From an optimization exercise on the open Yosys and OpenROAD flow, aimed at small area, a short achievable clock period and few clock cycles; shortcuts taken in it are not production practice.
Function was checked by simulation only, so behaviour that the tests miss may differ from the original.
Power figures rest on the tool's default switching activity, not on a simulated workload.

// qsim_top
module qsim_top #(
  parameter int MAX_QUBITS = 3,
  parameter int MAX_GATES  = 4
) (
  input  logic              clk,
  input  logic              reset_n,
  input  logic              dut_valid,
  output logic              dut_ready,
  output logic [7:0]        state_in_addr,
  input  logic [31:0]       state_in_data,    
  output logic [7:0]        gate_addr,
  input  logic [31:0]       gate_data,        
  output logic              state_out_en,
  output logic [7:0]        state_out_addr,
  output logic [31:0]       state_out_data    
);
  logic       hdr;           
  logic       act;           
  logic       dum;           
  logic [1:0] dcnt;          
  logic       copy;          
  logic [1:0] q_r;
  logic [2:0] m_r;
  logic [2:0] i, j;
  logic [1:0] g;
  logic [1:0] h_q;           
  logic [2:0] h_m;
  logic       h_copy;
  logic [2:0] mask;
  logic       last_i, last_j, last_g;
  logic [1:0] dgap;          
  assign h_q    = state_in_data[17:16];
  assign h_m    = state_in_data[2:0];
  assign h_copy = (h_m == 3'd0);
  assign mask   = 3'((4'd1 << q_r) - 4'd1);
  assign last_i = (i == mask);
  assign last_j = (j == mask);
  assign last_g = ({1'b0, g} == m_r - 3'd1);
  assign dgap   = (q_r == 2'd0) ? 2'd2 : (q_r == 2'd1) ? 2'd1 : 2'd0;
  logic       n_act, n_dum;
  logic [1:0] n_dcnt, n_g;
  logic [2:0] n_i, n_j;
  always_comb begin
    n_act  = act;
    n_dum  = dum;
    n_dcnt = dcnt;
    n_i    = i;
    n_j    = j;
    n_g    = g;
    if (act) begin
      if (copy) begin
        if (last_i) n_act = 1'b0;
        else        n_i   = i + 3'd1;
      end else if (dum) begin
        if (last_i) begin
          n_i    = '0;
          n_dcnt = dcnt - 2'd1;
          if (dcnt == 2'd1) n_dum = 1'b0;
        end else begin
          n_i = i + 3'd1;
  ...
==> flow/config.mk <==
export PLATFORM = sky130hd
export DESIGN_NAME = qsim_top
export DESIGN_NICKNAME = qsim_top
export VERILOG_FILES = /design/flow/design.v
export SDC_FILE = /design/flow/constraint.sdc
export NUM_CORES = 4
export LEC_CHECK = 0
export ABC_AREA = 1
export CAP_MARGIN = 20
export CORE_MARGIN = 2
export CORE_UTILIZATION = 40
export CTS_BUF_LIST = sky130_fd_sc_hd__clkbuf_16
export CTS_CLUSTER_DIAMETER = 70
export CTS_CLUSTER_SIZE = 30
export SLEW_MARGIN = 20
==> flow/constraint.sdc <==
create_clock -name core_clock -period 11.0 [get_ports {clk}]
set_input_delay 2.2000 -clock core_clock [delete_from_list [all_inputs] [get_ports {clk}]]
set_output_delay 2.2000 -clock core_clock [all_outputs]
set_load 0.01 [all_outputs]
standard.sh (not shown) runs the stock make flow with config.mk's settings and CLKGATE_MAP_FILE= SYNTH_SCRIPT=/design/flow/synth_recipe.tcl, a recipe that flattens the netlist after the stock synthesis.
==> flow/flow/run.sh <==
#!/bin/bash
# The standard layout with two changes to how it is made (the SDC, the
# standard synthesis and its registers are unchanged):
#  - after synthesis, fapol.py removes inverters between full adders by
#    flipping adders (a full adder is self-dual) and swapping xor/xnor,
#    chosen by a greedy pass and then simulated annealing;
#  - repair_timing aims at a setup margin below the design's period.
set -euo pipefail
R=orfs/results/sky130hd/qsim_top/base
bash standard.sh synth > flow_synth.log 2>&1
python3 flow/fapol.py $R/1_2_yosys.v $R/1_2_yosys.fapol.v > flow_fapol.log 2>&1
cp $R/1_2_yosys.v $R/1_2_yosys.orig.v
cp $R/1_2_yosys.fapol.v $R/1_2_yosys.v
rm -f $R/1_synth.odb $R/1_synth.sdc
bash standard.sh SETUP_SLACK_MARGIN=7.15 finish > flow_make.log 2>&1
==> flow/flow/fapol.py <==
#!/usr/bin/env python3
"""Remove inverters around full adders in a mapped sky130hd netlist.

A full adder is self-dual: complementing its three inputs complements both
outputs. Each fa cell (and each xor2/xnor2, by swapping the two) may be
flipped; the pass chooses flips that need the fewest inverters, then
rewrites the netlist with one inverter per signal whose complement is
still used. Registers, ports and every other cell are left as they are.
usage: fapol.py in.v out.v"""
import re, sys, random

src = open(sys.argv[1]).read()
cell_re = re.compile(r'^  (sky130_fd_sc_hd__\w+) (\S+)\s+\((.*?)\n  \);\n', re.S | re.M)
pin_re = re.compile(r'\.(\w+)\(([^()]*)\)')

cells = []
for m in cell_re.finditer(src):
    typ, name, body = m.group(1), m.group(2), m.group(3)
    pins = [(p, n.strip()) for p, n in pin_re.findall(body)]
    cells.append({'typ': typ, 'name': name, 'pins': pins, 'span': m.span()})

OUTPINS = {'X', 'Y', 'Q', 'Q_N', 'COUT', 'SUM', 'HI', 'LO'}
def is_inv(c): return re.match(r'sky130_fd_sc_hd__(clk)?inv_\d+$', c['typ'])
def is_fa(c): return c['typ'].startswith('sky130_fd_sc_hd__fa_')
def is_xor(c): return re.match(r'sky130_fd_sc_hd__x(n)?or2_\d+$', c['typ'])

# module ports
hdr = src[:src.index(');') + 2]
portnames = set()
for m in re.finditer(r'^\s*(input|output|inout)\s+(\[[^\]]*\]\s*)?(\S+?);', src, re.M):
    portnames.add(m.group(3))
def is_port(net):
    base = net.split('[')[0].strip()
    return base in portnames or net in portnames

driver = {}
for c in cells:
    for p, n in c['pins']:
        if p in OUTPINS:
            driver[n] = (c, p)

# inverters that may be collapsed: output not a port
inv_of = {}
for c in cells:
    if is_inv(c):
        d = dict(c['pins'])
        if not is_port(d['Y']) and d['A'] and not d['A'].startswith("1'"):
            inv_of[d['Y']] = d['A']

def base(net):
    p = 0
    seen = 0
    while net in inv_of and seen < 50:
        net = inv_of[net]; p ^= 1; seen += 1
    return net, p

flip_cells = [c for c in cells if is_fa(c) or is_xor(c)]
for c in flip_cells: c['f'] = 0
# driver cell of each base net that can flip
def drv_flip(b):
    d = driver.get(b)
    if d and 'f' in d[0]:
        return d[0]
    return None

# loads: list of (cell, pin, base, pol); skip collapsed inverters
loads = {}
kept = [c for c in cells if not (is_inv(c) and dict(c['pins'])['Y'] in inv_of)]
for c in kept:
    for p, n in c['pins']:
        if p in OUTPINS: continue
        if not n or n.startswith("1'") : continue
        b, pol = base(n)
        loads.setdefault(b, []).append((c, p, pol))
# ports driven by nets (output ports are loads too): handled via inverters kept.
# also nets that are output ports directly and driven by a collapsed inverter can't occur.

def need(b, c, pin, pol):
    """1 if this load needs the complement of b's physical value."""
    if is_xor(c):
        return 0
    d = drv_flip(b)
    fd = d['f'] if d else 0
    g = c['f'] if (is_fa(c) and 'f' in c) else 0
    return fd ^ pol ^ g

def cost_of(b):
    for c, pin, pol in loads.get(b, []):
        if need(b, c, pin, pol):
            return 1
    return 0

# bases touched by a flip of cell c
def touched(c):
    s = set()
    for p, n in c['pins']:
        if p in OUTPINS:
            s.add(n)
        elif is_fa(c) and n and not n.startswith("1'"):
            s.add(base(n)[0])
    return s

allb = set(loads)
total = sum(cost_of(b) for b in allb)
pass
improved = True
rounds = 0
while improved and rounds < 30:
    improved = False
    rounds += 1
    order = list(flip_cells)
    random.Random(rounds).shuffle(order)
    for c in order:
        t = touched(c)
        before = sum(cost_of(b) for b in t)
        c['f'] ^= 1
        after = sum(cost_of(b) for b in t)
        if after < before:
            total += after - before
            improved = True
        else:
            c['f'] ^= 1
pass
# simulated annealing from the greedy result; keep the best assignment seen
import math
rng = random.Random(12345)
best = total
best_f = [c['f'] for c in flip_cells]
T0, T1, steps = 1.5, 0.05, 300000
tcache = {id(c): touched(c) for c in flip_cells}
for k in range(steps):
    T = T0 * (T1 / T0) ** (k / steps)
    c = flip_cells[rng.randrange(len(flip_cells))]
    t = tcache[id(c)]
    before = sum(cost_of(b) for b in t)
    c['f'] ^= 1
    after = sum(cost_of(b) for b in t)
    dlt = after - before
    if dlt <= 0 or rng.random() < math.exp(-dlt / T):
        total += dlt
        if total < best:
            best = total
            best_f = [x['f'] for x in flip_cells]
    else:
        c['f'] ^= 1
for x, f in zip(flip_cells, best_f):
    x['f'] = f
pass

# rewrite
newinv = {}
def comp(b):
    if b not in newinv:
        newinv[b] = f"_fapol_{len(newinv)}_"
    return newinv[b]

out_cells = {}
for c in kept:
    typ = c['typ']
    if is_xor(c):
        par = c['f']
        for p, n in c['pins']:
            if p in OUTPINS or not n or n.startswith("1'"):
                continue
            b, pol = base(n)
            d = drv_flip(b)
            par ^= pol ^ (d['f'] if d else 0)
        if par:
            typ = typ.replace('xnor2', 'XOR2').replace('xor2', 'xnor2').replace('XOR2', 'xor2')
    pins = []
    for p, n in c['pins']:
        if p in OUTPINS or not n or n.startswith("1'"):
            pins.append((p, n)); continue
        b, pol = base(n)
        pins.append((p, comp(b) if need(b, c, p, pol) else b))
    if typ != c['typ']:
        ren = {'X': 'Y'} if 'xnor2' in typ else {'Y': 'X'}
        pins = [(ren.get(p, p), n) for p, n in pins]
    out_cells[id(c)] = (typ, pins)

def fmt(typ, name, pins):
    s = f"  {typ} {name}{' ' if name.startswith(chr(92)) else ''} (\n"
    s += ",\n".join(f"    .{p}({n}{' ' if n.startswith(chr(92)) else ''})" for p, n in pins)
    return s + "\n  );\n"

parts = []
pos = 0
for c in cells:
    a, e = c['span']
    parts.append(src[pos:a])
    if id(c) in out_cells:
        typ, pins = out_cells[id(c)]
        parts.append(fmt(typ, c['name'], pins))
    pos = e
tail = src[pos:]
body = "".join(parts)
# declare new wires and add inverters before endmodule
decl = "".join(f"  wire {w};\n" for w in newinv.values())
invs = "".join(fmt("sky130_fd_sc_hd__inv_1", f"_fapolinv_{i}_", [("A", b), ("Y", w)]) for i, (b, w) in enumerate(newinv.items()))
i = body.index(");\n") + 3   # after module header
body = body[:i] + decl + body[i:]
tail = tail.replace("endmodule", invs + "endmodule", 1)
open(sys.argv[2], "w").write(body + tail)
print("inverters after:", sum(1 for c in kept if is_inv(c)) + len(newinv), file=sys.stderr)
bad = [c['name'] for c in flip_cells if any(p in OUTPINS and is_port(n) for p, n in c['pins'])]
print("flippable driving ports:", bad[:5], file=sys.stderr)
nl = [c for c in cells if not any(p in OUTPINS for p,_ in c['pins'])]
print("cells without outputs:", len(nl), set(c['typ'] for c in nl), file=sys.stderr)
The first run went through all stages and came out clean.
Testbench counts at the start, summed over its fixed seeds: cycles 46,660.
Rerun with:
--- a/flow/flow/run.sh
+++ b/flow/flow/run.sh
@@ -15 +15 @@
-bash standard.sh SETUP_SLACK_MARGIN=7.15 finish > flow_make.log 2>&1
+bash standard.sh SETUP_SLACK_MARGIN=7 finish > flow_make.log 2>&1
After rerunning:
- power is lower by about 3%
- synthesized cell count does not change
- cell area decreases by 1.5%
- non-clock buffer count shrinks by 12
- die area does not change
Rerun with:
--- a/flow/flow/run.sh
+++ b/flow/flow/run.sh
@@ -5,2 +5 @@
-#    flipping adders (a full adder is self-dual) and swapping xor/xnor,
-#    chosen by a greedy pass and then simulated annealing;
+#    flipping adders (a full adder is self-dual) and swapping xor/xnor;
@@ -15 +14 @@
-bash standard.sh SETUP_SLACK_MARGIN=7 finish > flow_make.log 2>&1
+bash standard.sh SETUP_SLACK_MARGIN=7.3 finish > flow_make.log 2>&1
--- a/flow/flow/fapol.py
+++ b/flow/flow/fapol.py
@@ -124,25 +123,0 @@
-# simulated annealing from the greedy result; keep the best assignment seen
-import math
-rng = random.Random(12345)
-best = total
-best_f = [c['f'] for c in flip_cells]
-T0, T1, steps = 1.5, 0.05, 300000
-tcache = {id(c): touched(c) for c in flip_cells}
-for k in range(steps):
-    T = T0 * (T1 / T0) ** (k / steps)
-    c = flip_cells[rng.randrange(len(flip_cells))]
-    t = tcache[id(c)]
-    before = sum(cost_of(b) for b in t)
-    c['f'] ^= 1
-    after = sum(cost_of(b) for b in t)
-    dlt = after - before
-    if dlt <= 0 or rng.random() < math.exp(-dlt / T):
-        total += dlt
-        if total < best:
-            best = total
-            best_f = [x['f'] for x in flip_cells]
-    else:
-        c['f'] ^= 1
-for x, f in zip(flip_cells, best_f):
-    x['f'] = f
-pass
The changed run passed the timing, design-rule and antenna checks.
Utilization went up by 2.7 points.
Total power climbs by roughly a tenth.
Global-route usage climbs by 2.0 points.
Sequential share of layout area is lower by 2.5 points.
Via count rose by a little under a tenth.
Rerun with:
--- a/flow/flow/run.sh
+++ b/flow/flow/run.sh
@@ -14 +14 @@
-bash standard.sh SETUP_SLACK_MARGIN=7.3 finish > flow_make.log 2>&1
+bash standard.sh SETUP_SLACK_MARGIN=7 finish > flow_make.log 2>&1
=> The changed run finished clean. Wire length fell by 8.8%. Register-to-register slack got worse by 170 ps. Non-clock buffer count fell by 120.

---

qsim_top, a different RTL version from the one above (not shown whole).
Size: roughly 4700 cells after synthesis, roughly 130 I/O pins.
==> flow/design.v (excerpt) <==
module qsim_top #(
  parameter int MAX_QUBITS = 3,
  parameter int MAX_GATES  = 4
) (
  input  logic              clk,
  input  logic              reset_n,
  input  logic              dut_valid,
  output logic              dut_ready,
  output logic [7:0]        state_in_addr,
  input  logic [31:0]       state_in_data,    
  output logic [7:0]        gate_addr,
  input  logic [31:0]       gate_data,        
  output logic              state_out_en,
  output logic [7:0]        state_out_addr,
  output logic [31:0]       state_out_data    
);
Settings: LEC_CHECK=0, ABC_AREA=1, CAP_MARGIN=20, CORE_MARGIN=2, CORE_UTILIZATION=45, CTS_BUF_LIST=sky130_fd_sc_hd__clkbuf_16, CTS_CLUSTER_DIAMETER=70, CTS_CLUSTER_SIZE=30, SLEW_MARGIN=20; clock period 11.0 ns.
==> flow/flow/run.sh <==
#!/bin/bash
# The standard layout with three changes to how it is made (the SDC, the
# standard synthesis and its registers are unchanged):
#  - after synthesis, fapol.py removes inverters between full adders by
#    flipping adders (a full adder is self-dual) and swapping xor/xnor,
#    chosen by a greedy pass and then simulated annealing;
#  - repair_timing aims at a setup margin below the design's period;
#  - every port still gets its buffer, but a plain buf_2 instead of the
#    delay cell buffer_ports picks by default.
set -euo pipefail
R=orfs/results/sky130hd/qsim_top/base
bash standard.sh synth > flow_synth.log 2>&1
python3 flow/fapol.py $R/1_2_yosys.v $R/1_2_yosys.fapol.v > flow_fapol.log 2>&1
cp $R/1_2_yosys.v $R/1_2_yosys.orig.v
cp $R/1_2_yosys.fapol.v $R/1_2_yosys.v
rm -f $R/1_synth.odb $R/1_synth.sdc
bash standard.sh SETUP_SLACK_MARGIN=7.15 "BUFFER_PORTS_ARGS=-buffer_cell sky130_fd_sc_hd__buf_2" finish > flow_make.log 2>&1
Other scripts of this flow, unchanged in this note and not shown: flow/flow/fapol.py
The baseline produced a clean layout.
Testbench counts at the start, summed over its fixed seeds: cycles 46,660.
==> next run, changes <==
--- a/flow/flow/run.sh
+++ b/flow/flow/run.sh
@@ -8 +8 @@
-#  - every port still gets its buffer, but a plain buf_2 instead of the
+#  - every port still gets its buffer, but a plain buf_4 instead of the
@@ -17 +17 @@
-bash standard.sh SETUP_SLACK_MARGIN=7.15 "BUFFER_PORTS_ARGS=-buffer_cell sky130_fd_sc_hd__buf_2" finish > flow_make.log 2>&1
+bash standard.sh SETUP_SLACK_MARGIN=7.35 "BUFFER_PORTS_ARGS=-buffer_cell sky130_fd_sc_hd__buf_4" finish > flow_make.log 2>&1
CORE_UTILIZATION = 40   (was 45)
Result: Final area climbs by 3.9%; area after synthesis is unchanged; clock-buffer cell count falls by 6; clock skew stays flat; global-route usage goes down by 2.7 points; first-iteration DRC count climbs by 3.3%; die area grows by 12%; flip-flop and latch count stays the same; critical path depth stays the same; setup slack gets better by 0.069 ns.

---

Setup of main:
RTL: one of the versions met above, not the one the previous note started from.
==> flow/config.mk <==
export PLATFORM = sky130hd
export DESIGN_NAME = qsim_top
export DESIGN_NICKNAME = qsim_top
export VERILOG_FILES = /design/flow/design.v
export SDC_FILE = /design/flow/constraint.sdc
export NUM_CORES = 4
export LEC_CHECK = 0
export ABC_AREA = 1
export CAP_MARGIN = 20
export CORE_MARGIN = 2
export CORE_UTILIZATION = 40
export CTS_BUF_LIST = sky130_fd_sc_hd__clkbuf_16
export CTS_CLUSTER_DIAMETER = 100
export CTS_CLUSTER_SIZE = 25
export SLEW_MARGIN = 20
==> flow/constraint.sdc <==
create_clock -name core_clock -period 11.0 [get_ports {clk}]
set_input_delay 2.2000 -clock core_clock [delete_from_list [all_inputs] [get_ports {clk}]]
set_output_delay 2.2000 -clock core_clock [all_outputs]
set_load 0.01 [all_outputs]
==> flow/flow/run.sh <==
#!/bin/bash
# The standard layout with two changes to how it is made (the SDC, the
# standard synthesis and its registers are unchanged):
#  - after synthesis, fapol.py removes inverters between full adders by
#    flipping adders (a full adder is self-dual) and swapping xor/xnor;
#  - repair_timing aims at a setup margin below the design's period.
set -euo pipefail
R=orfs/results/sky130hd/qsim_top/base
bash standard.sh synth > flow_synth.log 2>&1
python3 flow/fapol.py $R/1_2_yosys.v $R/1_2_yosys.fapol.v > flow_fapol.log 2>&1
cp $R/1_2_yosys.v $R/1_2_yosys.orig.v
cp $R/1_2_yosys.fapol.v $R/1_2_yosys.v
rm -f $R/1_synth.odb $R/1_synth.sdc
bash standard.sh SETUP_SLACK_MARGIN=7 finish > flow_make.log 2>&1
Other scripts of this flow, unchanged in this note and not shown: flow/flow/fapol.py
Testbench counts of main, summed over its fixed seeds: cycles 46,660.
Modified inputs, the feature branch compared to main
- CTS_CLUSTER_DIAMETER now 70, was 100
- CTS_CLUSTER_SIZE now 30, was 25
- SLEW_MARGIN now 5, was 20
- CAP_MARGIN now 5, was 20
--- outcome ---
- Row switching power as a share of total power: the feature branch lower / main higher
- main → the feature branch: clock-pin slew on the worst setup and hold paths comparable, global routing met2 resource utilization closely matched the old numbers, number of global-route vias before repair barely changed.
- Post-route standard cell area excluding fillers deteriorates in the feature branch relative to main.
- Of the two values seen for capture point of the worst path, u_engine.q1_im[14] was produced by main and u_engine.st_n[14] by the feature branch.
- Diff main -> the feature branch: proportion of power drawn by the clock network has increased, initial antenna violation count about even, cell count after placement level, combinational power has remained practically unchanged.

port drivers added, routing unchanged:
The flow's constraints put no driver on any port. The routed layouts listed below were extracted and timed again, unchanged, in two steps.
Step 1 assumes that a clkbuf_16 drives the clock port and a buf_2 every other input.
Step 2 also shifts input and output timing later by t, the mid clock arrival at the registers, as if the neighbouring blocks saw the same clock.
Three values: ideal ports, drivers, drivers and shift; two values: the first two.
| run | t (ns) | setup slack, ns | worst hold slack (ns) | worst register clock-pin slew, ns | worst data-port slew with drivers (ns) |
|---|---|---|---|---|---|
| the first run of note 1 | 0.795 | 7.193 / 7.117 / 6.855 | 0.297 / 0.297 / 0.297 | 0.11 / 0.11 | 0.10 |
| the second run of note 1 | 0.758 | 7.038 / 7.036 / 6.926 | 0.298 / 0.298 / 0.298 | 0.11 / 0.11 | 0.13 |
| the third run of note 1 | 0.772 | 7.264 / 7.264 / 6.838 | 0.318 / 0.318 / 0.318 | 0.12 / 0.12 | 0.13 |
| the fourth run of note 1 | 0.763 | 7.079 / 7.001 / 6.947 | 0.304 / 0.304 / 0.304 | 0.11 / 0.11 | 0.12 |
| the first run of note 2 | 0.770 | 7.198 / 7.198 / 6.867 | 0.322 / 0.322 / 0.322 | 0.11 / 0.11 | 0.07 |
| the second run of note 2 | 0.775 | 7.267 / 7.267 / 6.872 | 0.309 / 0.309 / 0.309 | 0.12 / 0.12 | 0.07 |
| main | 0.752 | 7.062 / 7.016 / 6.916 | 0.319 / 0.319 / 0.319 | 0.11 / 0.11 | 0.12 |
| the feature branch | 0.765 | 7.044 / 7.001 / 6.923 | 0.305 / 0.305 / 0.305 | 0.11 / 0.11 | 0.13 |
After both steps every run listed still meets setup and hold. For the third run of note 1, which loses most, drivers alone change the setup slack by 0.000 ns; drivers and shift together by -0.426 ns.
